This design comes from an exercise in tuning for a short achievable clock period and few clock cycles per item on the open sky130 flow, not from production work.
Only simulation tests tie the RTL to the original design; equivalence was not proved.
No activity file was given, so power comes from the tool's default toggle rates.

$ cat flow/constraint.sdc
create_clock -name core_clock -period 4.0 [get_ports {pl_clk0_buf_int}]
set_input_delay 0.8000 -clock core_clock [delete_from_list [all_inputs] [get_ports {pl_clk0_buf_int}]]
set_output_delay 0.8000 -clock core_clock [all_outputs]
set_load 0.01 [all_outputs]
$ cat flow/design.v
package hssl_pkg;
  typedef logic [32-1:0]      key_t;
  typedef logic [3-1:0]    route_t;
  typedef logic [6-1:0]    shift_t;
  typedef logic [8-1:0] cfg_addr_t;
  typedef logic [8*32-1:0] key_array_t;
  typedef logic [8*3-1:0] route_array_t;
  typedef logic [4*32-1:0] fmsk_array_t;
  typedef logic [4*6-1:0] fsft_array_t;
endpackage
`timescale 1ns/10ps
module config_regs
(
  input  logic         pl_clk0_buf_int,
  input  logic         rst_n,
  input  hssl_pkg::cfg_addr_t    cfg_addr,
  input  hssl_pkg::key_t         cfg_wdata,
  input  logic         cfg_en,
  input  logic         cnt_routed,    
  input  logic         cnt_timeout,   
  input  logic         cnt_timeout_h, 
  input  logic         cnt_miss,      
  output hssl_pkg::key_t         mp_key,
  output hssl_pkg::fmsk_array_t  mp_fmsk,
  output hssl_pkg::fsft_array_t  mp_fsft,
  output hssl_pkg::key_array_t   rt_key,
  output hssl_pkg::key_array_t   rt_mask,
  output hssl_pkg::route_array_t rt_route,
  output hssl_pkg::key_t         drop_wait,
  output logic                   dw_zero,
  output logic                   dw_one,
  output logic                   dw_two,
  output hssl_pkg::key_t         routed_count,
  output hssl_pkg::key_t         dropped_count
);
  always_ff @(posedge pl_clk0_buf_int)
  begin
    if (!rst_n)
    begin
      mp_key    <= '0;
      mp_fmsk   <= '0;
      mp_fsft   <= '0;
      rt_key    <= '0;
      rt_mask   <= '0;
      rt_route  <= '0;
      drop_wait <= '0;
    end
    else if (cfg_en)
    begin
      if (cfg_addr == 8'h00)
        mp_key <= cfg_wdata;
      if (cfg_addr == 8'h50)
        drop_wait <= cfg_wdata;
      for (int i = 0; i < 4; i++)
      begin
        if (cfg_addr == hssl_pkg::cfg_addr_t'(8'h10 + i))
          mp_fmsk[i*32 +: 32] <= cfg_wdata;
        if (cfg_addr == hssl_pkg::cfg_addr_t'(8'h14 + i))
          mp_fsft[i*6 +: 6] <= cfg_wdata[6-1:0];
      end
      for (int i = 0; i < 8; i++)
      begin
        if (cfg_addr == hssl_pkg::cfg_addr_t'(8'h20 + i))
          rt_key[i*32 +: 32] <= cfg_wdata;
        if (cfg_addr == hssl_pkg::cfg_addr_t'(8'h30 + i))
          rt_mask[i*32 +: 32] <= cfg_wdata;
        if (cfg_addr == hssl_pkg::cfg_addr_t'(8'h40 + i))
          rt_route[i*3 +: 3] <= cfg_wdata[3-1:0];
      end
    end
  end
  always_ff @(posedge pl_clk0_buf_int)
  begin
    dw_zero <= (drop_wait == '0);
    dw_one  <= (drop_wait == hssl_pkg::key_t'(1));
    dw_two  <= (drop_wait == hssl_pkg::key_t'(2));
  end
  localparam int CB = 4;
  localparam int NCH = 32 / CB;
  logic [NCH-1:1] r_ones;       
  logic [NCH-1:1] d_ones;       
  logic [NCH-1:1] r_cin;        
  logic [NCH-1:1] d_cin_n;      
  logic [NCH-1:1] d_cin_t;      
  logic [CB-1:0]  r_t1;         
  logic [CB-1:0]  d_t1;         
  logic [CB-1:0]  d_t2;         
  logic [CB-1:0]  d_t1h;        
  logic           r_c1;         
  logic           d_c1;         
  logic           d_c2;         
  logic           d_co_n;       
  logic           d_co_t;       
  hssl_pkg::key_t r_tog;        
  hssl_pkg::key_t d_tog_n;      
  hssl_pkg::key_t d_tog_t;      
  logic [NCH-1:1] r_ones_t;     
  logic [NCH-1:1] d_ones_n;     
  logic [NCH-1:1] d_ones_t;     
  hssl_pkg::key_t r_t1a;        
  hssl_pkg::key_t d_t1a;        
  always_comb
  begin
    for (int k = 0; k < NCH; k++)
    begin
      r_t1a[k*CB] = 1'b1;
      d_t1a[k*CB] = 1'b1;
      for (int b = 1; b < CB; b++)
      begin
        r_t1a[k*CB + b] = r_t1a[k*CB + b - 1] & routed_count[k*CB + b - 1];
        d_t1a[k*CB + b] = d_t1a[k*CB + b - 1] & dropped_count[k*CB + b - 1];
      end
    end
    d_t1h[0] = 1'b1;
    for (int b = 1; b < CB; b++)
      d_t1h[b] = d_t1h[b-1] & ((b < CB - 1) ? dropped_count[b] : 1'b0);
  end
  assign r_t1   = r_t1a[CB-1:0];
  assign d_t1   = d_t1a[CB-1:0];
  assign d_t2   = {d_t1h[CB-2:0], 1'b0};
  assign r_c1   = &routed_count[CB-1:0];
  assign d_c1   = &dropped_count[CB-1:0];
  assign d_c2   = &dropped_count[CB-1:1];
  assign d_co_n = cnt_miss && d_c1;
  assign d_co_t = cnt_miss ? d_c2 : d_c1;
  always_comb
  begin
    r_tog   = '0;
    d_tog_n = '0;
    d_tog_t = '0;
    r_tog[CB-1:0]   = r_t1;
    d_tog_n[CB-1:0] = cnt_miss ? d_t1 : '0;
    d_tog_t[CB-1:0] = cnt_miss ? d_t2 : d_t1;
    for (int k = 1; k < NCH; k++)
    begin
      r_cin[k]   = r_c1;
      d_cin_n[k] = d_co_n;
      d_cin_t[k] = d_co_t;
      for (int j = 1; j < k; j++)
      begin
        r_cin[k]   = r_cin[k]   && r_ones[j];
        d_cin_n[k] = d_cin_n[k] && d_ones[j];
        d_cin_t[k] = d_cin_t[k] && d_ones[j];
      end
      if (r_cin[k])
        r_tog[k*CB +: CB] = r_t1a[k*CB +: CB];
      if (d_cin_n[k])
        d_tog_n[k*CB +: CB] = d_t1a[k*CB +: CB];
      if (d_cin_t[k])
        d_tog_t[k*CB +: CB] = d_t1a[k*CB +: CB];
      r_ones_t[k] = r_cin[k]   ? (routed_count[k*CB +: CB]  == {{(CB-1){1'b1}}, 1'b0}) : r_ones[k];
      d_ones_n[k] = d_cin_n[k] ? (dropped_count[k*CB +: CB] == {{(CB-1){1'b1}}, 1'b0}) : d_ones[k];
      d_ones_t[k] = d_cin_t[k] ? (dropped_count[k*CB +: CB] == {{(CB-1){1'b1}}, 1'b0}) : d_ones[k];
    end
  end
  always_ff @(posedge pl_clk0_buf_int)
  begin
    if (!rst_n)
    begin
      routed_count  <= '0;
      dropped_count <= '0;
      r_ones        <= '0;
      d_ones        <= '0;
    end
    else
    begin
      routed_count  <= routed_count ^ (cnt_routed ? r_tog : '0);
      dropped_count[32/2-1:0] <= dropped_count[32/2-1:0]
                                          ^ (cnt_timeout ? d_tog_t[32/2-1:0] : d_tog_n[32/2-1:0]);
      dropped_count[32-1:32/2] <= dropped_count[32-1:32/2]
                                          ^ (cnt_timeout_h ? d_tog_t[32-1:32/2] : d_tog_n[32-1:32/2]);
      r_ones        <= cnt_routed  ? r_ones_t : r_ones;
      d_ones[NCH/2-1:1]   <= cnt_timeout   ? d_ones_t[NCH/2-1:1]   : d_ones_n[NCH/2-1:1];
      d_ones[NCH-1:NCH/2] <= cnt_timeout_h ? d_ones_t[NCH-1:NCH/2] : d_ones_n[NCH-1:NCH/2];
    end
  end
endmodule
`timescale 1ns/10ps
module event_mapper
(
  input  logic        pl_clk0_buf_int,
  input  logic        rst_n,
  input  hssl_pkg::key_t        evt_data,
  input  logic        evt_vld,
  input  logic        evt_rdy,
  input  hssl_pkg::key_t        mp_key,
  input  hssl_pkg::fmsk_array_t mp_fmsk,
  input  hssl_pkg::fsft_array_t mp_fsft,
  output hssl_pkg::key_t        map_key,
  output logic        map_vld
);
  localparam int KB = 32;
  localparam int SB = 6;
  localparam int NM = 4;
  logic [NM*KB-1:0] s1_fld;
  logic             s1_vld;
  always_ff @(posedge pl_clk0_buf_int)
  begin
    if (!rst_n)
    begin
      s1_vld  <= 1'b0;
      map_vld <= 1'b0;
    end
    else
    begin
      s1_vld  <= evt_vld && evt_rdy;
      map_vld <= s1_vld;
    end
  end
  always_ff @(posedge pl_clk0_buf_int)
  begin
    for (int i = 0; i < NM; i++)
      s1_fld[i*KB +: KB] <= (evt_data & mp_fmsk[i*KB +: KB]) >> mp_fsft[i*SB +: 3];
  end
  hssl_pkg::key_t key_nxt;
  always_comb
  begin
    key_nxt = mp_key;
    for (int i = 0; i < NM; i++)
      if (!mp_fsft[i*SB + 5])
        key_nxt = key_nxt | (s1_fld[i*KB +: KB] >> {mp_fsft[i*SB + 3 +: 2], 3'b000});
  end
  always_ff @(posedge pl_clk0_buf_int)
  begin
    map_key <= key_nxt;
  end
endmodule
`timescale 1ns/10ps
module route_table
(
  input  logic         pl_clk0_buf_int,
  input  logic         rst_n,
  input  hssl_pkg::key_t         map_key,
  input  logic         map_vld,
  input  hssl_pkg::key_array_t   rt_key,
  input  hssl_pkg::key_array_t   rt_mask,
  input  hssl_pkg::route_array_t rt_route,
  output hssl_pkg::key_t         rtd_key,
  output hssl_pkg::route_t       rtd_route,
  output logic         rtd_push,    
  output logic         rtd_miss     
);
  localparam int KB = 32;
  localparam int NR = 8;
  localparam int RB = 3;
  localparam int GB = 8;             
  localparam int NG = KB / GB;
  logic [NR*NG-1:0] s3_grp;
  hssl_pkg::key_t   s3_key;
  logic             s3_vld;
  always_ff @(posedge pl_clk0_buf_int)
  begin
    s3_key <= map_key;
    for (int i = 0; i < NR; i++)
      for (int g = 0; g < NG; g++)
        s3_grp[i*NG + g] <= ~|((map_key[g*GB +: GB] & rt_mask[i*KB + g*GB +: GB]) ^ rt_key[i*KB + g*GB +: GB]);
  end
  logic             hit_nxt;
  hssl_pkg::route_t route_nxt;
  always_comb
  begin
    hit_nxt   = 1'b0;
    route_nxt = '0;
    for (int i = NR - 1; i >= 0; i--)
    begin
      if (&s3_grp[i*NG +: NG])
      begin
        hit_nxt   = 1'b1;
        route_nxt = rt_route[i*RB +: RB];
      end
    end
  end
  always_ff @(posedge pl_clk0_buf_int)
  begin
    rtd_key   <= s3_key;
    rtd_route <= route_nxt;
  end
  always_ff @(posedge pl_clk0_buf_int)
  begin
    if (!rst_n)
    begin
      s3_vld   <= 1'b0;
      rtd_push <= 1'b0;
      rtd_miss <= 1'b0;
    end
    else
    begin
      s3_vld   <= map_vld;
      rtd_push <= s3_vld && hit_nxt;
      rtd_miss <= s3_vld && !hit_nxt;
    end
  end
endmodule
`timescale 1ns/10ps
module drop_timer
(
  input  logic pl_clk0_buf_int,
  input  logic rst_n,
  input  logic dw_zero,               
  input  logic dw_one,                
  input  logic dw_two,                
  input  hssl_pkg::key_t drop_wait,   
  input  logic timer_start,           
  input  logic timer_started,         
  output logic timer_expired
);
  hssl_pkg::key_t next_no;
  always_ff @(posedge pl_clk0_buf_int)
  begin
    if (!rst_n)
      timer_expired <= 1'b0;
    else if (timer_start)
      timer_expired <= dw_one;
    else if (timer_started)
      timer_expired <= dw_two;
    else
      timer_expired <= !dw_zero && (next_no == drop_wait);
  end
  always_ff @(posedge pl_clk0_buf_int)
  begin
    if (timer_started)
      next_no <= hssl_pkg::key_t'(3);
    else
      next_no <= next_no + hssl_pkg::key_t'(1);
  end
endmodule
`timescale 1ns/10ps
module router_ctrl
#(
  parameter int DEPTH = 16,         
  parameter int AW    = 4           
)
(
  input  logic                          pl_clk0_buf_int,
  input  logic                          rst_n,
  input  logic                          evt_vld,
  output logic                          evt_rdy,
  input  hssl_pkg::key_t                          rtd_key,
  input  hssl_pkg::route_t                        rtd_route,
  input  logic                          rtd_push,
  input  logic                          rtd_miss,
  output hssl_pkg::key_t                          out_key,
  output logic [8-1:0] out_vld,
  input  logic [8-1:0] out_rdy,
  output logic                          timer_start,
  output logic                          timer_started,
  input  logic                          timer_expired,
  output logic                          cnt_routed,
  output logic                          cnt_timeout,
  output logic                          cnt_timeout_h,
  output logic                          cnt_miss
);
  localparam int KB = 32;
  localparam int NC = 8;
  localparam int BD = DEPTH / 2;    
  localparam int EB = KB + NC + 3;
  logic [EB-1:0]    bank0 [BD];
  logic [EB-1:0]    bank1 [BD];
  logic [AW-1:0]    wr_ptr;
  logic [BD-1:0]    rd0;            
  logic [BD-1:0]    rd1;            
  logic [BD-1:0]    rd0_now;
  logic [BD-1:0]    rd1_now;
  logic [EB-1:0]    head0;          
  logic [EB-1:0]    head1;
  logic             hsel;           
  logic [AW:0]      q_cnt;          
  logic             q_nempty;       
  logic             push_d;         
  logic [NC-1:0]    push_chan;
  assign cnt_miss = rtd_miss;
  always_comb
  begin
    push_chan = '0;
    push_chan[rtd_route] = 1'b1;
  end
  always_ff @(posedge pl_clk0_buf_int)
  begin
    for (int i = 0; i < BD; i++)
    begin
      if (rtd_push && (wr_ptr == AW'(2*i)))
        bank0[i] <= {rtd_route, push_chan, rtd_key};
      if (rtd_push && (wr_ptr == AW'(2*i + 1)))
        bank1[i] <= {rtd_route, push_chan, rtd_key};
    end
  end
  assign rd0_now = rd0;
  assign rd1_now = rd1;
  logic [EB-1:0] read0;
  logic [EB-1:0] read1;
  always_comb
  begin
    read0 = '0;
    read1 = '0;
    for (int i = 0; i < BD; i++)
    begin
      read0 = read0 | (bank0[i] & {EB{rd0_now[i]}});
      read1 = read1 | (bank1[i] & {EB{rd1_now[i]}});
    end
  end
  always_ff @(posedge pl_clk0_buf_int)
  begin
    head0 <= read0;
    head1 <= read1;
  end
  hssl_pkg::key_t   head_key;
  logic [NC-1:0]    head_vld;
  hssl_pkg::route_t head_route;
  always_comb
  begin
    {head_route, head_vld, head_key} = hsel ? head1 : head0;
    if (!q_nempty)
      head_vld = '0;
  end
  logic             active;
  logic             free;        
  logic             chan_rdy;    
  logic             cnt_rdy;     
  logic             to_rdy;      
  logic             to_rdy_h;    
  logic             load;        
  logic             load_key;    
  logic             take;
  logic [NC-1:0]    vld_n;
  hssl_pkg::route_t chan;
  logic [NC-1:0]    vld_t;
  logic [NC-1:0]    vld_u;
  assign free     = !active || timer_expired;
  assign chan_rdy = |(~vld_n & out_rdy);
  assign cnt_rdy  = active && out_rdy[chan];
  assign to_rdy   = |(vld_t & out_rdy);
  assign to_rdy_h = |(vld_u & out_rdy);
  assign load     = cnt_rdy || free;
  assign load_key = chan_rdy || free;
  assign take     = load && q_nempty;
  assign timer_start = take;
  assign cnt_routed  = cnt_rdy;
  assign cnt_timeout = active && timer_expired && !to_rdy;
  assign cnt_timeout_h = active && timer_expired && !to_rdy_h;
  always_ff @(posedge pl_clk0_buf_int)
  begin
    if (!rst_n)
    begin
      rd0           <= BD'(1);
      rd1           <= BD'(1);
      hsel          <= 1'b0;
      active        <= 1'b0;
      timer_started <= 1'b0;
      out_vld       <= '0;
      vld_n         <= '1;
      vld_t         <= '1;
      vld_u         <= {(NC/2){2'b01}};
      out_key       <= '0;
      chan          <= '0;
    end
    else
    begin
      timer_started <= take;
      if (take)
      begin
        hsel <= !hsel;
        if (hsel)
          rd1 <= {rd1[BD-2:0], rd1[BD-1]};
        else
          rd0 <= {rd0[BD-2:0], rd0[BD-1]};
      end
      if (load)
      begin
        active  <= q_nempty;
        out_vld <= head_vld;
        vld_n   <= ~head_vld;
        vld_t   <= head_vld;
        vld_u   <= head_vld;
        chan    <= head_route;
      end
      if (load_key)
        out_key <= head_key;
    end
  end
  logic [AW:0] q_cur;    
  logic        q_ge1;    
  logic        q_ge2;    
  assign q_cur = q_cnt - (AW+1)'(timer_started);
  assign q_ge1 = (q_cur != '0) || push_d;
  assign q_ge2 = (q_cur > (AW+1)'(1)) || ((q_cur != '0) && push_d);
  always_ff @(posedge pl_clk0_buf_int)
  begin
    if (!rst_n)
    begin
      wr_ptr   <= '0;
      q_cnt    <= '0;
      q_nempty <= 1'b0;
      push_d   <= 1'b0;
    end
    else
    begin
      if (rtd_push)
        wr_ptr <= wr_ptr + 1'b1;
      push_d   <= rtd_push;
      q_cnt    <= q_cur + (AW+1)'(push_d);
      q_nempty <= take ? q_ge2 : q_ge1;
    end
  end
  logic [AW:0] credit;
  logic [AW:0] credit_base;
  logic        acc;
  assign acc         = evt_vld && evt_rdy;
  assign credit_base = credit - (AW+1)'(rtd_miss) - (AW+1)'(timer_started);
  always_ff @(posedge pl_clk0_buf_int)
  begin
    if (!rst_n)
    begin
      credit  <= '0;
      evt_rdy <= 1'b1;
    end
    else if (acc)
    begin
      credit  <= credit_base + 1'b1;
      evt_rdy <= (credit_base < (AW+1)'(DEPTH - 1));
    end
    else
    begin
      credit  <= credit_base;
      evt_rdy <= (credit_base < (AW+1)'(DEPTH));
    end
  end
endmodule
`timescale 1ns/10ps
module dvs_hssl_router_top
(
  input  logic                          pl_clk0_buf_int,
  input  logic                          rst_n,
  input  hssl_pkg::cfg_addr_t                     cfg_addr,
  input  hssl_pkg::key_t                          cfg_wdata,
  input  logic                          cfg_en,
  input  hssl_pkg::key_t                          evt_data,
  input  logic                          evt_vld,
  output logic                          evt_rdy,
  output hssl_pkg::key_t                          out_key,
  output logic [8-1:0] out_vld,
  input  logic [8-1:0] out_rdy,
  output hssl_pkg::key_t                          routed_count,
  output hssl_pkg::key_t                          dropped_count
);
  hssl_pkg::key_t         mp_key;
  hssl_pkg::fmsk_array_t  mp_fmsk;
  hssl_pkg::fsft_array_t  mp_fsft;
  hssl_pkg::key_array_t   rt_key;
  hssl_pkg::key_array_t   rt_mask;
  hssl_pkg::route_array_t rt_route;
  hssl_pkg::key_t         drop_wait;
  logic                   dw_zero;
  logic                   dw_one;
  logic                   dw_two;
  hssl_pkg::key_t         map_key;
  logic                   map_vld;
  hssl_pkg::key_t         rtd_key;
  hssl_pkg::route_t       rtd_route;
  logic                   rtd_push;
  logic                   rtd_miss;
  logic         timer_start;
  logic         timer_started;
  logic         timer_expired;
  logic         cnt_routed;
  logic         cnt_timeout;
  logic         cnt_timeout_h;
  logic         cnt_miss;
  config_regs cr (
      .pl_clk0_buf_int (pl_clk0_buf_int)
    , .rst_n           (rst_n)
    , .cfg_addr        (cfg_addr)
    , .cfg_wdata       (cfg_wdata)
    , .cfg_en          (cfg_en)
    , .cnt_routed      (cnt_routed)
    , .cnt_timeout     (cnt_timeout)
    , .cnt_timeout_h   (cnt_timeout_h)
    , .cnt_miss        (cnt_miss)
    , .mp_key          (mp_key)
    , .mp_fmsk         (mp_fmsk)
    , .mp_fsft         (mp_fsft)
    , .rt_key          (rt_key)
    , .rt_mask         (rt_mask)
    , .rt_route        (rt_route)
    , .drop_wait       (drop_wait)
    , .dw_zero         (dw_zero)
    , .dw_one          (dw_one)
    , .dw_two          (dw_two)
    , .routed_count    (routed_count)
    , .dropped_count   (dropped_count)
    );
  event_mapper em (
      .pl_clk0_buf_int (pl_clk0_buf_int)
    , .rst_n           (rst_n)
    , .evt_data        (evt_data)
    , .evt_vld         (evt_vld)
    , .evt_rdy         (evt_rdy)
    , .mp_key          (mp_key)
    , .mp_fmsk         (mp_fmsk)
    , .mp_fsft         (mp_fsft)
    , .map_key         (map_key)
    , .map_vld         (map_vld)
    );
  route_table rt (
      .pl_clk0_buf_int (pl_clk0_buf_int)
    , .rst_n           (rst_n)
    , .map_key         (map_key)
    , .map_vld         (map_vld)
    , .rt_key          (rt_key)
    , .rt_mask         (rt_mask)
    , .rt_route        (rt_route)
    , .rtd_key         (rtd_key)
    , .rtd_route       (rtd_route)
    , .rtd_push        (rtd_push)
    , .rtd_miss        (rtd_miss)
    );
  drop_timer dt (
      .pl_clk0_buf_int (pl_clk0_buf_int)
    , .rst_n           (rst_n)
    , .dw_zero         (dw_zero)
    , .dw_one          (dw_one)
    , .dw_two          (dw_two)
    , .drop_wait       (drop_wait)
    , .timer_start     (timer_start)
    , .timer_started   (timer_started)
    , .timer_expired   (timer_expired)
    );
  router_ctrl rc (
      .pl_clk0_buf_int (pl_clk0_buf_int)
    , .rst_n           (rst_n)
    , .evt_vld         (evt_vld)
    , .evt_rdy         (evt_rdy)
    , .rtd_key         (rtd_key)
    , .rtd_route       (rtd_route)
    , .rtd_push        (rtd_push)
    , .rtd_miss        (rtd_miss)
    , .out_key         (out_key)
    , .out_vld         (out_vld)
    , .out_rdy         (out_rdy)
    , .timer_start     (timer_start)
    , .timer_started   (timer_started)
    , .timer_expired   (timer_expired)
    , .cnt_routed      (cnt_routed)
    , .cnt_timeout     (cnt_timeout)
    , .cnt_timeout_h   (cnt_timeout_h)
    , .cnt_miss        (cnt_miss)
    );
endmodule
$ cat flow/run.sh
#!/bin/bash
# synth_recipe.tcl (not shown) runs the flow's synth.tcl, then flattens the netlist and writes it again
# the make line also repeats each setting of config.mk as NAME=value (left out here)
make -C /OpenROAD-flow-scripts/flow DESIGN_CONFIG=/design/flow/config.mk WORK_HOME=/design/flow/orfs CLKGATE_MAP_FILE= SYNTH_SCRIPT=/design/flow/synth_recipe.tcl finish
$ cat flow/config.mk
export PLATFORM = sky130hd
export DESIGN_NAME = dvs_hssl_router_top
export DESIGN_NICKNAME = dvs_hssl_router_top
export VERILOG_FILES = /design/flow/design.v
export SDC_FILE = /design/flow/constraint.sdc
export NUM_CORES = 4
export LEC_CHECK = 0
export ABC_CLOCK_PERIOD_IN_PS = 1500
export CAP_MARGIN = 20
export CORE_MARGIN = 2
export CORE_UTILIZATION = 60
export CTS_CLUSTER_DIAMETER = 150
export CTS_CLUSTER_SIZE = 20
export SETUP_SLACK_MARGIN = 2.2
export SLEW_MARGIN = 20
==> impl_results.html <==
<table>
<tr><th>Metric</th><th>Value</th></tr>
<tr><th colspan="2">Run status</th></tr>
<tr><td>Result of the run</td><td>timing/DRC/antenna clean</td></tr>
<tr><th colspan="2">Layout</th></tr>
<tr><td>Net count reported at finish</td><td>8,017</td></tr>
<tr><td>Area added between synthesis and finish</td><td>15.2%</td></tr>
<tr><td>Layout cell share with drive strength beyond 1</td><td>0.153</td></tr>
<tr><td>Post-layout instance count excluding filler cells</td><td>9,716</td></tr>
<tr><th colspan="2">GRT</th></tr>
<tr><td>Overflow left after global routing</td><td>0</td></tr>
<tr><td>Antenna violations before repair</td><td>13</td></tr>
<tr><td>Global-route wire length before repair</td><td>351,000 µm</td></tr>
<tr><td>Pin count of the biggest net entering global routing</td><td>107</td></tr>
<tr><td>Total routing usage reported by global routing</td><td>0.353</td></tr>
<tr><td>Vias in the first global route</td><td>54,900</td></tr>
<tr><th colspan="2">Power and ir drop</th></tr>
<tr><td>Internal power</td><td>~28 mW</td></tr>
<tr><td>Clock share of power</td><td>0.310</td></tr>
<tr><td>Switch share</td><td>0.252</td></tr>
<tr><td>Max VDD drop</td><td>0.339 mV</td></tr>
<tr><td>Power per standard cell area</td><td>424 nW/µm²</td></tr>
<tr><td>Sw Pwr</td><td>9.57 mW</td></tr>
<tr><td>Logic gate share of total power</td><td>0.106</td></tr>
<tr><td>Static leakage power</td><td>29.2 nW</td></tr>
<tr><td>Sequential Power Share</td><td>0.584</td></tr>
<tr><th colspan="2">STA</th></tr>
<tr><td>Final setup fails</td><td>0</td></tr>
<tr><td>Highest Clock Rate</td><td>roughly 450 MHz</td></tr>
<tr><td>RSZ-0062 raised after global routing</td><td>yes</td></tr>
<tr><td>Worst slew margin relative to its limit</td><td>0.184</td></tr>
<tr><td>Least-Margin Pin Slew</td><td>1.22 ns</td></tr>
<tr><td>Final worst clock skew</td><td>0.0489 ns</td></tr>
<tr><td>Crit path time final</td><td>2.21 ns</td></tr>
<tr><td>Number of max-slew violations in the final report</td><td>0</td></tr>
<tr><td>Final hold viol count</td><td>0</td></tr>
<tr><td>Setup TNS</td><td>0 ns</td></tr>
<tr><td>Share of the cycle needed by the critical path after routing</td><td>0.552</td></tr>
<tr><th colspan="2">Synth</th></tr>
<tr><td>Netlist cell types</td><td>70</td></tr>
<tr><td>Mapped cell area</td><td>77,700 µm²</td></tr>
<tr><td>Synthesized Nets</td><td>7,890</td></tr>
<tr><td>EDFF count, synth</td><td>688</td></tr>
<tr><td>Number of register bits inferred by synthesis</td><td>1,997</td></tr>
<tr><td>Share of the yosys chip area belonging to registers</td><td>0.603</td></tr>
<tr><td>Post-Syn Area per Cell</td><td>9.98 µm²</td></tr>
<tr><td>Most instantiated flip-flop cell in the synthesis netlist</td><td>sky130_fd_sc_hd__dfxtp_1</td></tr>
<tr><td>Number of warnings printed during yosys synthesis</td><td>7</td></tr>
<tr><td>Post-Synthesis Cells</td><td>7,790</td></tr>
<tr><td>Async set-or-reset flop fraction in the synthesized netlist</td><td>0</td></tr>
<tr><th colspan="2">Clocking</th></tr>
<tr><td>Register clock-pin slew on the reported worst setup and hold paths</td><td>approximately 0.09 ns</td></tr>
<tr><td>TritonCTS clock tree</td><td>built</td></tr>
<tr><td>H-tree lvl count</td><td>3</td></tr>
<tr><td>Clk root buf</td><td>sky130_fd_sc_hd__clkbuf_16</td></tr>
<tr><td>Insertion delay to the later sink of the worst-skew pair</td><td>roughly 0.8 ns</td></tr>
<tr><td>Clock buffers created by TritonCTS</td><td>109</td></tr>
<tr><td>Clock sink count</td><td>1,997</td></tr>
<tr><td>Number of buffers on the longest clock path</td><td>3</td></tr>
<tr><th colspan="2">Flow run</th></tr>
<tr><td>Max cap viols</td><td>0</td></tr>
<tr><th colspan="2">Place</th></tr>
<tr><td>Number of port buffers</td><td>188</td></tr>
<tr><td>Dpl cells</td><td>around 9,300</td></tr>
<tr><td>Detailed Place HPWL</td><td>about 140,000 µm</td></tr>
<tr><td>Gp weighted congestion</td><td>between 0.9 and 1</td></tr>
<tr><th colspan="2">Setup path</th></tr>
<tr><td>Required time at the worst-slack endpoint</td><td>4.68 ns</td></tr>
<tr><td>Worst endpoint data arrival time</td><td>2.89 ns</td></tr>
<tr><td>Startpoint types</td><td>flip-flop</td></tr>
<tr><td>Crit Path Max Fanout</td><td>5</td></tr>
<tr><td>Category of the worst setup path capture point</td><td>flip-flop</td></tr>
<tr><td>Critical Setup Path Class</td><td>flip-flop to flip-flop</td></tr>
<tr><td>R2R depth</td><td>7</td></tr>
<tr><th colspan="2">Detailed routing</th></tr>
<tr><td>1st-iter DRT viols</td><td>6,864</td></tr>
<tr><td>Average vias per placed instance</td><td>between 6 and 7</td></tr>
<tr><td>Post-route ant nets</td><td>0</td></tr>
<tr><td>Initial DRT Pass Iterations</td><td>6</td></tr>
<tr><td>Drt total wl</td><td>243,000 µm</td></tr>
<tr><td>Wire length per cell</td><td>25.0 µm</td></tr>
<tr><td>DRC violation count after routing</td><td>0</td></tr>
<tr><td>Vias</td><td>59,200</td></tr>
<tr><th colspan="2">Die</th></tr>
<tr><td>Number of rows created at floorplan</td><td>132</td></tr>
<tr><td>Floorplan die height</td><td>between 300 and 400 µm</td></tr>
<tr><td>DIE WIDTH</td><td>364 µm</td></tr>
<tr><td>Count of pins on the block boundary</td><td>189</td></tr>
<tr><td>Core Box Area</td><td>129,000 µm²</td></tr>
<tr><td>Die ar.</td><td>132,000 µm²</td></tr>
<tr><td>Effective utilization at floorplan</td><td>0.603</td></tr>
<tr><th colspan="2">Worst hold path</th></tr>
<tr><td>Min-Delay Path Class</td><td>flip-flop to flip-flop</td></tr>
<tr><td>WHS Path Cells</td><td>0</td></tr>
</table>
## routing by layer
metal / GRT usage / vias to the layer above / wire [µm]
met3: 0.0503 / 475 / 21300
met2: 0.573 / 2693 / 113000
met5: 0 / - / 13
met1: 0.486 / 28900 / 99100
met4: 0.124 / 2 / 9500
li1: - / 27200 / -
## area by class of cell
cell class                      instances  area [µm²]
Sequential cell                      1997       47200
Fill cell                            9826       39500
Multi-Input combinational cell       5191       30700
Timing Repair Buffer                  580        6200
Clock buffer                          158        2930
Tap cell                             1742        2180
Clock inverter                          7         185
Inverter                               38         150
Antenna cell                            3        7.51
## power by group through the flow
| stage | logic [mW] | registers [mW] | clock network [mW] |
|---|---|---|---|
| 2_1_floorplan | 2.11 | 22.2 | 0 |
| 6_report | 4.03 | 22.2 | 11.8 |
| 3_5_place_dp | 3.15 | 22.6 | 0 |
| 3_3_place_gp | 3.12 | 22.6 | 0 |
| 4_1_cts | 3.80 | 22.1 | 11.9 |
| 5_1_grt | 4.28 | 22.2 | 12.6 |
## cell families (layout without fill, tap and decap cells)
logic type,count (synthesis),in the layout,synth area share
muxes,385,385,0.0511
AOI/OAI and AO/OA,1482,1482,0.111
buffers and inverters,626,783,0.0309
adders and majority gates,18,18,0.00293
DFF,1997,1997,0.603
other,0,3,0
xor gates and xnor gates,377,377,0.0425
and+or+nand+nor,2905,2929,0.159
## critical path: stages (launching register included)
cell and delay, ns:
sky130_fd_sc_hd__dfxtp_1 0.34, sky130_fd_sc_hd__a222oi_1 0.37, sky130_fd_sc_hd__and4_2 0.29, sky130_fd_sc_hd__a32o_2 0.23, sky130_fd_sc_hd__buf_12 0.12, sky130_fd_sc_hd__nand4_1 0.20, sky130_fd_sc_hd__or3_1 0.45, sky130_fd_sc_hd__a21oi_2 0.13
## timing repair
item / 4_1_cts / 5_1_grt
endpoints found under the setup margin: 1906 / 1311
hold buffers: 0 / 0
gates cloned: 27 / 12
pin swaps: 151 / 79
buffers inserted: 172 / 52
resized for setup: 1036 / 218
endpoints found under the hold margin: 0 / 0
## state kept, by name, summed over array words and instances (netlist names), 43 cells and up
register,flops
rc.head0,43
cr.rt_key,256
cr.rt_mask,256
rc.head1,43
rc.bank1,344
em.s1_fld,128
rc.bank0,344
cr.mp_fmsk,128
## worst paths after layout
| kind | startpoint | endpoint | slack (ns) |
|---|---|---|---|
| worst min-delay path | rt.s3_key[23]$_DFF_P_ | rt.rtd_key[23]$_DFF_P_ | 0.31 |
| worst min register to register | rt.s3_key[23]$_DFF_P_ | rt.rtd_key[23]$_DFF_P_ | 0.31 |
| worst max register to register | rc.vld_u[4]$_SDFFE_PN1N_ | cr.dropped_count[23]$_SDFF_PN0_ | 1.79 |
| worst max-delay path | rc.vld_u[4]$_SDFFE_PN1N_ | cr.dropped_count[23]$_SDFF_PN0_ | 1.79 |
## stage by stage
| step | total power [mW] | utilization | hold slack (ns) | worst slack [ns] | area, µm² |
|---|---|---|---|---|---|
| finish | 38.0 | 0.694 | 0.315 | 1.79 | 89500 |
| global route | 39.1 | 0.694 | 0.319 | 1.69 | 89500 |
| CTS | 37.8 | 0.683 | 0.316 | 1.85 | 88200 |
| detailed placement | 25.8 | 0.632 | 0.313 | 0.531 | 81500 |
| global placement | 25.7 | 0.632 | 0.310 | 0.576 | 81500 |
| floorplan | 24.3 | - | 0.310 | 1.50 | 79000 |
## placed cells by master (no fill, tap or decap), types with 13 or more instances in the layout
cell type                         Yosys  routed
sky130_fd_sc_hd__nand2_1           1967    1898
sky130_fd_sc_hd__dfxtp_1           1309    1134
sky130_fd_sc_hd__a21oi_1            811     760
sky130_fd_sc_hd__edfxtp_1           688     688
sky130_fd_sc_hd__a22oi_1            352     352
sky130_fd_sc_hd__mux2i_1            352     350
sky130_fd_sc_hd__xor2_1             319     316
sky130_fd_sc_hd__nor2_1             305     262
sky130_fd_sc_hd__buf_4                0     262
sky130_fd_sc_hd__nand4_1            193     193
sky130_fd_sc_hd__nand3_1            208     164
sky130_fd_sc_hd__buf_6                4     153
sky130_fd_sc_hd__dfxtp_2              0     132
sky130_fd_sc_hd__o21ai_0            170     123
sky130_fd_sc_hd__clkbuf_16            0     114
sky130_fd_sc_hd__clkdlybuf4s50_1      0      61
sky130_fd_sc_hd__buf_12               0      61
sky130_fd_sc_hd__o22ai_1             51      51
sky130_fd_sc_hd__xnor2_1             58      48
sky130_fd_sc_hd__clkbuf_1           524      48
sky130_fd_sc_hd__a21oi_2              0      47
sky130_fd_sc_hd__nand2_4              0      47
sky130_fd_sc_hd__dfxtp_4              0      43
sky130_fd_sc_hd__a211oi_1            46      40
sky130_fd_sc_hd__inv_1               38      36
sky130_fd_sc_hd__o21ai_1             13      36
sky130_fd_sc_hd__nand3_2              1      33
sky130_fd_sc_hd__nor2_4               0      29
sky130_fd_sc_hd__and2_4               0      29
sky130_fd_sc_hd__nor3_1              32      28
sky130_fd_sc_hd__mux2_2              26      25
sky130_fd_sc_hd__o21ai_2              1      23
sky130_fd_sc_hd__nand2_2              0      21
sky130_fd_sc_hd__or3_1               21      19
sky130_fd_sc_hd__nor2_2               1      18
sky130_fd_sc_hd__nand2b_1            26      17
sky130_fd_sc_hd__nand3b_1            13      13
## synth_stat cells (33+ instances only)
master                     instances  area, µm²
sky130_fd_sc_hd__nand2_1        1967       7380
sky130_fd_sc_hd__dfxtp_1        1309      26200
sky130_fd_sc_hd__a21oi_1         811       4060
sky130_fd_sc_hd__edfxtp_1        688      20700
sky130_fd_sc_hd__clkbuf_1        524       1970
sky130_fd_sc_hd__a22oi_1         352       2640
sky130_fd_sc_hd__mux2i_1         352       3520
sky130_fd_sc_hd__xor2_1          319       2790
sky130_fd_sc_hd__nor2_1          305       1140
sky130_fd_sc_hd__nand3_1         208       1040
sky130_fd_sc_hd__nand4_1         193       1210
sky130_fd_sc_hd__o21ai_0         170        851
sky130_fd_sc_hd__xnor2_1          58        508
sky130_fd_sc_hd__o22ai_1          51        319
sky130_fd_sc_hd__a211oi_1         46        345
sky130_fd_sc_hd__buf_1            45        169
sky130_fd_sc_hd__inv_1            38        143
sky130_fd_sc_hd__and2_1           33        206
Testbench counts, summed over its fixed seeds: cycles 3,913, items 3,200.

-- port drivers added, routing unchanged --
In the flow no input, the clock included, has a driving cell. The finished layout below was timed again as built, in two steps. Step 1, drivers: a clkbuf_16 drives pl_clk0_buf_int and a buf_2 each remaining input, both assumed. Step 2 moves the port delays by t, midway between the first and last clock arrival at a register: inputs arrive t later, outputs are due t later. That takes back most of the time a late clock gives input paths. a / b / c = no drivers / after step 1 / after step 2; a / b = the first two.
t, ns: 0.849
setup slack, ns: 1.791 / 1.791 / 1.017
worst register clock-pin slew, ns: 0.10 / 0.10
pins driven straight from the clock port: 1
After both steps setup and hold are still met in this run. The setup slack of this run moves by 0.000 ns with the drivers and by -0.774 ns with both steps.
